Background: an optimization exercise with open tools, aiming at small area, a short achievable clock period and few clock cycles per item. Do not read the settings as production practice.
In this exercise RTL edits were held to simulation tests only and were not proved equivalent to the original.
No activity file was given, so power comes from the tool's default toggle rates.

**flow/config.mk**
```make
export PLATFORM = sky130hd
export DESIGN_NAME = bounded_deque_with_positional_ops
export DESIGN_NICKNAME = bounded_deque_with_positional_ops
export VERILOG_FILES = /design/flow/design.v
export SDC_FILE = /design/flow/constraint.sdc
export NUM_CORES = 4
export LEC_CHECK = 0
export CAP_MARGIN = 20
export CORE_MARGIN = 2
export CORE_UTILIZATION = 40
export PLACE_DENSITY = 0.6
export SLEW_MARGIN = 20
```
**flow/design.v**
```verilog
`default_nettype none
package bdq_pkg;
   localparam int DEPTH = 16;
   localparam int IDX_W = $clog2(DEPTH);
   localparam int CNT_W = $clog2(DEPTH + 1);
   localparam int WORD_W = 32;
   typedef logic signed [WORD_W-1:0] word_type;
   typedef enum logic [2:0] {
      OP_PUSH_TAIL = 3'd0,
      OP_PUSH_HEAD = 3'd1,
      OP_INSERT_AT = 3'd2,
      OP_POP_TAIL  = 3'd3,
      OP_POP_HEAD  = 3'd4,
      OP_DELETE_AT = 3'd5,
      OP_FIND_MIN  = 3'd6
   } op_type;
   typedef enum logic [1:0] {
      ST_OK    = 2'd0,
      ST_FULL  = 2'd1,
      ST_EMPTY = 2'd2,
      ST_POS   = 2'd3
   } status_type;
   typedef struct packed {
      op_type           operation;
      word_type         data_value;
      logic [CNT_W-1:0] position;
   } req_type;
   typedef struct packed {
      word_type         result_value;
      logic [IDX_W-1:0] result_position;
      logic [CNT_W-1:0] entry_count;
      logic             is_empty;
      status_type       status;
   } rsp_type;
   typedef enum logic [1:0] {
      S_IDLE,
      S_EXEC,
      S_SCAN,
      S_REPLY
   } ctl_state_type;
   typedef struct packed {
      logic load;
      logic exec;
      logic scan_init;
      logic scan_step;
      logic min_finish;
   } ctl_cmd_type;
   typedef struct packed {
      logic min_go;
      logic scan_done;
   } dp_status_type;
endpackage
`default_nettype wire
`default_nettype none
import bdq_pkg::*;
module bdq_ctrl
(
   input  wire logic          clock,
   input  wire logic          reset,
   input  wire logic          start,
   input  wire bdq_pkg::dp_status_type dp_status,
   output bdq_pkg::ctl_cmd_type cmd,
   output logic               busy,
   output logic               rsp_strobe
);
   bdq_pkg::ctl_state_type state_ff;
   bdq_pkg::ctl_state_type state_in;
   always_ff @(posedge clock) begin
      if (reset) begin
         state_ff <= S_IDLE;
      end else begin
         state_ff <= state_in;
      end
   end
   always_comb begin
      state_in = state_ff;
      case (state_ff)
         S_IDLE: begin
            if (start) begin
               state_in = S_EXEC;
            end
         end
         S_EXEC: begin
            if (dp_status.min_go) begin
               state_in = S_SCAN;
            end else begin
               state_in = S_REPLY;
            end
         end
         S_SCAN: begin
            if (dp_status.scan_done) begin
               state_in = S_REPLY;
            end
         end
         S_REPLY: begin
            state_in = S_IDLE;
         end
         default: begin
            state_in = S_IDLE;
         end
      endcase
   end
   always_comb begin
      cmd        = '0;
      busy       = 1'b1;
      rsp_strobe = 1'b0;
      case (state_ff)
         S_IDLE: begin
            busy     = 1'b0;
            cmd.load = start;
         end
         S_EXEC: begin
            cmd.exec      = !dp_status.min_go;
            cmd.scan_init = dp_status.min_go;
         end
         S_SCAN: begin
            cmd.scan_step  = !dp_status.scan_done;
            cmd.min_finish = dp_status.scan_done;
         end
         S_REPLY: begin
            rsp_strobe = 1'b1;
         end
         default: begin
            busy = 1'b1;
         end
      endcase
   end
endmodule
`default_nettype wire
`default_nettype none
import bdq_pkg::*;
module bdq_datapath
(
   input  wire logic        clock,
   input  wire logic        reset,
   input  wire bdq_pkg::req_type req_data,
   input  wire bdq_pkg::ctl_cmd_type cmd,
   output bdq_pkg::dp_status_type dp_status,
   output bdq_pkg::rsp_type rsp_data
);
   bdq_pkg::req_type          req_ff;
   bdq_pkg::word_type         cells_ff [DEPTH];
   bdq_pkg::word_type         cells_in [DEPTH];
   logic [CNT_W-1:0] count_ff;
   logic [CNT_W-1:0] count_in;
   logic [CNT_W-1:0] scan_ff;
   bdq_pkg::word_type         min_val_ff;
   logic [IDX_W-1:0] min_pos_ff;
   bdq_pkg::rsp_type          rsp_ff;
   bdq_pkg::rsp_type          rsp_in;
   logic             is_full;
   logic             is_none;
   logic             do_ins;
   logic             do_del;
   logic             min_go;
   logic [CNT_W-1:0] ins_pos;
   logic [CNT_W-1:0] del_pos;
   bdq_pkg::status_type       op_status;
   bdq_pkg::word_type         del_word;
   bdq_pkg::word_type         scan_word;
   always_comb begin
      is_full   = (count_ff == CNT_W'(DEPTH));
      is_none   = (count_ff == '0);
      do_ins    = 1'b0;
      do_del    = 1'b0;
      min_go    = 1'b0;
      ins_pos   = '0;
      del_pos   = '0;
      op_status = ST_OK;
      case (req_ff.operation)
         OP_PUSH_TAIL, OP_PUSH_HEAD, OP_INSERT_AT: begin
            if (is_full) begin
               op_status = ST_FULL;
            end else if (req_ff.operation == OP_PUSH_TAIL) begin
               do_ins  = 1'b1;
               ins_pos = count_ff;
            end else if (req_ff.operation == OP_PUSH_HEAD) begin
               do_ins  = 1'b1;
               ins_pos = '0;
            end else if (req_ff.position > count_ff) begin
               op_status = ST_POS;
            end else begin
               do_ins  = 1'b1;
               ins_pos = req_ff.position;
            end
         end
         OP_POP_TAIL, OP_POP_HEAD, OP_DELETE_AT: begin
            if (is_none) begin
               op_status = ST_EMPTY;
            end else if (req_ff.operation == OP_POP_TAIL) begin
               do_del  = 1'b1;
               del_pos = count_ff - CNT_W'(1);
            end else if (req_ff.operation == OP_POP_HEAD) begin
               do_del  = 1'b1;
               del_pos = '0;
            end else if (req_ff.position >= count_ff) begin
               op_status = ST_POS;
            end else begin
               do_del  = 1'b1;
               del_pos = req_ff.position;
            end
         end
         OP_FIND_MIN: begin
            if (is_none) begin
               op_status = ST_EMPTY;
            end else begin
               min_go = 1'b1;
            end
         end
         default: begin
            op_status = ST_OK;
         end
      endcase
   end
   assign del_word  = cells_ff[del_pos[IDX_W-1:0]];
   assign scan_word = cells_ff[scan_ff[IDX_W-1:0]];
   assign dp_status.min_go    = min_go;
   assign dp_status.scan_done = (scan_ff >= count_ff);
   always_comb begin
      count_in = count_ff;
      if (do_ins) begin
         count_in = count_ff + CNT_W'(1);
      end else if (do_del) begin
         count_in = count_ff - CNT_W'(1);
      end
   end
   for (genvar g = 0; g < DEPTH; g++) begin : g_cell
      localparam int PREV = (g == 0) ? 0 : g - 1;
      localparam int NEXT = (g == DEPTH - 1) ? g : g + 1;
      always_comb begin
         cells_in[g] = cells_ff[g];
         if (do_ins) begin
            if (CNT_W'(g) == ins_pos) begin
               cells_in[g] = req_ff.data_value;
            end else if (CNT_W'(g) > ins_pos) begin
               cells_in[g] = cells_ff[PREV];
            end
         end else if (do_del) begin
            if (CNT_W'(g) >= del_pos) begin
               cells_in[g] = cells_ff[NEXT];
            end
         end
      end
   end
   always_ff @(posedge clock) begin
      if (cmd.exec) begin
         for (int i = 0; i < DEPTH; i++) begin
            cells_ff[i] <= cells_in[i];
         end
      end
   end
   always_ff @(posedge clock) begin
      if (reset) begin
         count_ff <= '0;
      end else if (cmd.exec) begin
         count_ff <= count_in;
      end
   end
   always_ff @(posedge clock) begin
      if (cmd.load) begin
         req_ff <= req_data;
      end
   end
   always_ff @(posedge clock) begin
      if (cmd.scan_init) begin
         min_val_ff <= cells_ff[0];
         min_pos_ff <= '0;
         scan_ff    <= CNT_W'(1);
      end else if (cmd.scan_step) begin
         if (scan_word < min_val_ff) begin
            min_val_ff <= scan_word;
            min_pos_ff <= scan_ff[IDX_W-1:0];
         end
         scan_ff <= scan_ff + CNT_W'(1);
      end
   end
   always_comb begin
      rsp_in = rsp_ff;
      if (cmd.exec) begin
         rsp_in.result_value    = do_del ? del_word : '0;
         rsp_in.result_position = do_del ? del_pos[IDX_W-1:0] : '0;
         rsp_in.entry_count     = count_in;
         rsp_in.is_empty        = (count_in == '0);
         rsp_in.status          = op_status;
      end else if (cmd.min_finish) begin
         rsp_in.result_value    = min_val_ff;
         rsp_in.result_position = min_pos_ff;
         rsp_in.entry_count     = count_ff;
         rsp_in.is_empty        = (count_ff == '0);
         rsp_in.status          = ST_OK;
      end
   end
   always_ff @(posedge clock) begin
      rsp_ff <= rsp_in;
   end
   assign rsp_data = rsp_ff;
endmodule
`default_nettype wire
`default_nettype none
import bdq_pkg::*;
module bounded_deque_with_positional_ops
(
   input  wire logic    clock,
   input  wire logic    reset,
   input  wire logic    start,
   output logic         busy,
   input  wire logic [39:0] req_data,
   output logic         rsp_strobe,
   output logic [43:0] rsp_data
);
   bdq_pkg::ctl_cmd_type   cmd;
   bdq_pkg::req_type       req_word;
   bdq_pkg::rsp_type       rsp_word;
   assign req_word = bdq_pkg::req_type'(req_data);
   assign rsp_data = rsp_word;
   bdq_pkg::dp_status_type dp_status;
   bdq_ctrl u_ctrl (
      .clock      (clock),
      .reset      (reset),
      .start      (start),
      .dp_status  (dp_status),
      .cmd        (cmd),
      .busy       (busy),
      .rsp_strobe (rsp_strobe)
   );
   bdq_datapath u_datapath (
      .clock     (clock),
      .reset     (reset),
      .req_data  (req_word),
      .cmd       (cmd),
      .dp_status (dp_status),
      .rsp_data  (rsp_word)
   );
endmodule
`default_nettype wire
```
**flow/constraint.sdc**
```tcl
create_clock -name core_clock -period 6.0 [get_ports {clock}]
set_input_delay 1.2000 -clock core_clock [delete_from_list [all_inputs] [get_ports {clock}]]
set_output_delay 1.2000 -clock core_clock [all_outputs]
set_load 0.01 [all_outputs]
```
**flow/run.sh**
```bash
#!/bin/bash
# synth_recipe.tcl (not shown) runs the flow's synth.tcl, then flattens the netlist and writes it again
# the make line also repeats each setting of config.mk as NAME=value (left out here)
make -C /OpenROAD-flow-scripts/flow DESIGN_CONFIG=/design/flow/config.mk WORK_HOME=/design/flow/orfs CLKGATE_MAP_FILE= SYNTH_SCRIPT=/design/flow/synth_recipe.tcl finish
```
==> impl_metrics.tcl <==
set metrics [dict create \
    status "timing/DRC/antenna clean" \
    synth_edf_count 628 \
    seq_power_share_pct 42.7 \
    power_density_mw_per_mm2 367 \
    antenna_left 0 \
    root_buffer "clkbuf_16" \
    fillCellCount 9057 \
    ys_types 89 \
    fin_nets 3976 \
    skew_ns 0.0295 \
    slowest_delay_ns 0.78 \
    h-tree-depth 3 \
    sw_frac_of_total_pct 37.8 \
    syn_to_final_growth_pct 12.1 \
    crit_buf_inv 2 \
    grt_pass1_vias 32349 \
    crit_cells 15 \
    period_share_pct 92.1 \
    worst_setup_path_end_kind "register" \
    antenna_found_initial 11 \
    hold_viol_final 0 \
    synthArstFlopShare_pct 0 \
    final_max_slew_viol_count 0 \
    grt_pass1_wl_mm 244 \
    ctsHoldBuffers 0 \
    path_delay_family "compound AO/OA/AOI/OAI gates" \
    worst_skew_pair.late_latency_ns 0.68 \
    placed_cells 5077 \
    synthCells 3910 \
    critPathRequiredTime_ns 6.34 \
    cp_max_fo 20 \
    dr.first_iter.drc_count 7007 \
    design_area_sq_mm 0.0441 \
    cts_tree "yes" \
    viasPerCell 6.87 \
    start_util_pct 40.5 \
    worst_r2r_path_depth 15 \
    grt_max_degree 264 \
    routabilityCongestion 1.03 \
    crit_type "reg -> reg" \
    wl_per_cell_microns 33.3 \
    syn_area_sq_mm 0.0393 \
    die_area_sq_mm 0.101 \
    ys_seq_area_share_pct 48.8 \
    ir_worst_vdd_v 0.000260 \
    timing.fmax_ghz 0.181 \
    drv_cap 0 \
    cts_num_sinks 644 \
    drc 0 \
    comb_power_share_pct 29.8 \
    setup_viol 0 \
    p_leak_uw 0.0168 \
    mostFrequentLayoutCells "nand2_1, edfxtp_1, mux2i_1, o21ai_0, a22oi_1" \
    core-area_sq_mm 0.0970 \
    ios 89 \
    die_w_microns 317 \
    cts.path.max_buffers 3 \
    cp_slowest_cell "and2_2" \
    port_buffers 88 \
    max_slew.worst_pin.slew_ns 1.27 \
    period_needed_ns 5.53 \
    hpwlAfterDp_mm 110 \
    cp-start-kind "register" \
    rsz0062_at_grt "no" \
    numCtsBuffers 76 \
    vias 35838 \
    path_cells "nor2b_1, and2_2, buf_4, a22oi_1, and3_1, a41oi_1, ha_1, a21o_1, a21o_1, a211o_1, nand2_1, o21ai_0, o41a_1, o21ai_4, buf_4" \
    clkTransAtPathRegs_ns 0.06 \
    internal_power_uw 10100 \
    slew-limit-headroom_pct 15.2 \
    cp.arrival_ns 5.86 \
    worstSetupStartpoint "u_datapath.scan_ff[2]" \
    setup.worst_path.end "u_datapath.min_val_ff[27]" \
    r2r_end "u_datapath.min_val_ff[27]" \
    drt_pass1_iterations 30 \
    drt_wl_total_mm 174 \
    dieHeight_microns 317 \
    track_usage_pct 33.2 \
    dpl_cell_area_sq_mm 0.0417 \
    grt_overflow 0 \
    pwr-share-clk_pct 27.6 \
    syn_nets 4006 \
    cts_setup_buffers 0 \
    yosys_most_used_dff "edfxtp_1" \
    worstReg2RegStart "u_datapath.scan_ff[2]" \
    hold-worst-slack_ns 0.454 \
    switching_power_uw 6120 \
    ff2ff_setup_slack_ns 0.47 \
    rows 114 \
    ctsResizeCount 0 \
    syn_area_per_cell_sq_um 10.1 \
    final_cells 5213 \
    final_common_cell "nand2_1" \
    ys_ff_latch 644 \
    setup_tns_ns 0 \
    yosys_warnings 4 \
    hold_path_class "reg -> reg" \
    layout-drive-gt1-share_pct 9.74 \
]
-- cell families after synthesis --
| group | share of synthesized area, % |
|---|---|
| xor gates and xnor gates | 0.178 |
| AOI/OAI and AO/OA | 19.9 |
| adders and majority gates | 1.69 |
| muxes | 12.0 |
| buffers and inverters | 4.47 |
| and+or+nand+nor | 13.0 |
| DFF | 48.8 |
-- through the flow --
stage	power [uW]	util (%)	setup WS, ns
CTS	16000	45.4	0.679
finish	16200	45.4	0.475
global route	16700	45.4	0.398
global placement	11500	43.0	0.901
floorplan	9510	-	0.414
detailed placement	11600	43.0	0.678
-- cell type report --
| cell class | instances | area (sq um) | area share, % |
|---|---|---|---|
| diodes | 3 | 7.51 | 0.0170 |
| clock buffers | 99 | 2010 | 4.56 |
| clock inverters | 33 | 287 | 0.650 |
| inverters | 49 | 184 | 0.417 |
| multi-input cells | 2879 | 18800 | 42.6 |
| flip-flops and latches | 644 | 19200 | 43.5 |
| well taps | 1276 | 1600 | 3.62 |
| repair buffers | 230 | 2030 | 4.61 |
-- worst min-delay path: stages, from the launching register on --
cell     delay (ns)
dfxtp_1        0.31
nand2_1        0.05
o21ai_1        0.05
-- synthesized netlist by cell type, types with 10 or more instances --
master,number,area [sq um]
a21o_1,12,90.1
dfxtp_1,16,320
a22oi_1,231,1730
buf_6,14,158
nor3_1,34,170
clkbuf_1,207,777
o21ai_0,284,1420
o21a_1,12,90.1
nand3_1,38,190
a221oi_1,69,604
nand2_1,796,2990
o21ai_1,196,981
ha_1,53,663
edfxtp_1,628,18900
and3_1,22,138
a31oi_1,23,144
buf_1,19,71.3
inv_1,47,176
a21oi_1,131,656
a22o_1,76,666
a32oi_1,10,87.6
a222oi_1,36,360
buf_2,68,340
mux2_2,37,417
o211ai_1,11,82.6
mux2i_1,430,4300
nand4_1,40,250
and2_1,18,113
nor2_1,132,495
a41oi_1,22,193
nor2b_1,13,81.3
buf_4,30,225
-- flip-flops by register name, summed over array words and instances, names as in the netlist --
register and flops:
u_datapath.min_pos_ff 4, u_ctrl.state_ff 2, u_datapath.min_val_ff 32, u_datapath.count_ff 5, u_datapath.cells_ff 512, u_datapath.req_ff 40, u_datapath.rsp_ff 44, u_datapath.scan_ff 5
-- per-layer routing --
metal | up-vias | part of all wire (%) | global-route usage, %
li1 | 14765 | - | -
met2 | 3284 | 40 | 46.4
met1 | 17009 | 39 | 46.0
met5 | - | 0.057 | 0
met4 | 14 | 6.0 | 16.6
met3 | 766 | 15 | 10.8
-- power groups by stage --
| stage | registers (uW) | logic [uW] | clock network, uW |
|---|---|---|---|
| floorplan | 6580 | 2930 | 0 |
| global placement | 6940 | 4570 | 0 |
| detailed placement | 6930 | 4650 | 0 |
| CTS | 6840 | 4670 | 4490 |
| global route | 6930 | 5150 | 4660 |
| finish | 6900 | 4820 | 4460 |
-- worst min path at each step --
| stage | end | from | cells past startpoint | slack [ns] |
|---|---|---|---|---|
| after floorplan | u_datapath.min_pos_ff[0] | u_datapath.min_pos_ff[0] | 2 | 0.43 |
| after global placement | u_datapath.min_pos_ff[2] | u_datapath.min_pos_ff[2] | 2 | 0.44 |
| after detailed placement | u_datapath.min_pos_ff[1] | u_datapath.min_pos_ff[1] | 2 | 0.44 |
| after CTS | u_datapath.min_pos_ff[1] | u_datapath.min_pos_ff[1] | 2 | 0.45 |
| after global routing | u_datapath.min_pos_ff[1] | u_datapath.min_pos_ff[1] | 2 | 0.46 |
| final | u_datapath.min_pos_ff[1] | u_datapath.min_pos_ff[1] | 2 | 0.45 |
Testbench counts, summed over its fixed seeds: cycles 33,159, items 8,000.

-- re-timing with driven ports --
The flow's constraints put no driver on any port. The routed layout listed below was extracted and timed again, unchanged, in two steps.
Step 1, drivers: a clkbuf_16 drives clock and a buf_2 each remaining input, both assumed.
Step 2 adds t to the input delays and takes it off the output delays; t is the mean of the earliest and latest rising clock arrival at the registers after step 1. Input paths then give back, and output paths get back, about the clock's delay inside the block.
Slacks: ideal ports / drivers / drivers and shift; pairs: ideal ports / drivers.
t, ns: 0.732
setup WS [ns]: 0.475 / 0.475 / 0.475
slew at the worst register clock pin (ns): 0.06 / 0.06
After both steps setup and hold are still met in this run. For this run, drivers alone change the setup slack by 0.000 ns; drivers and shift together by 0.000 ns.
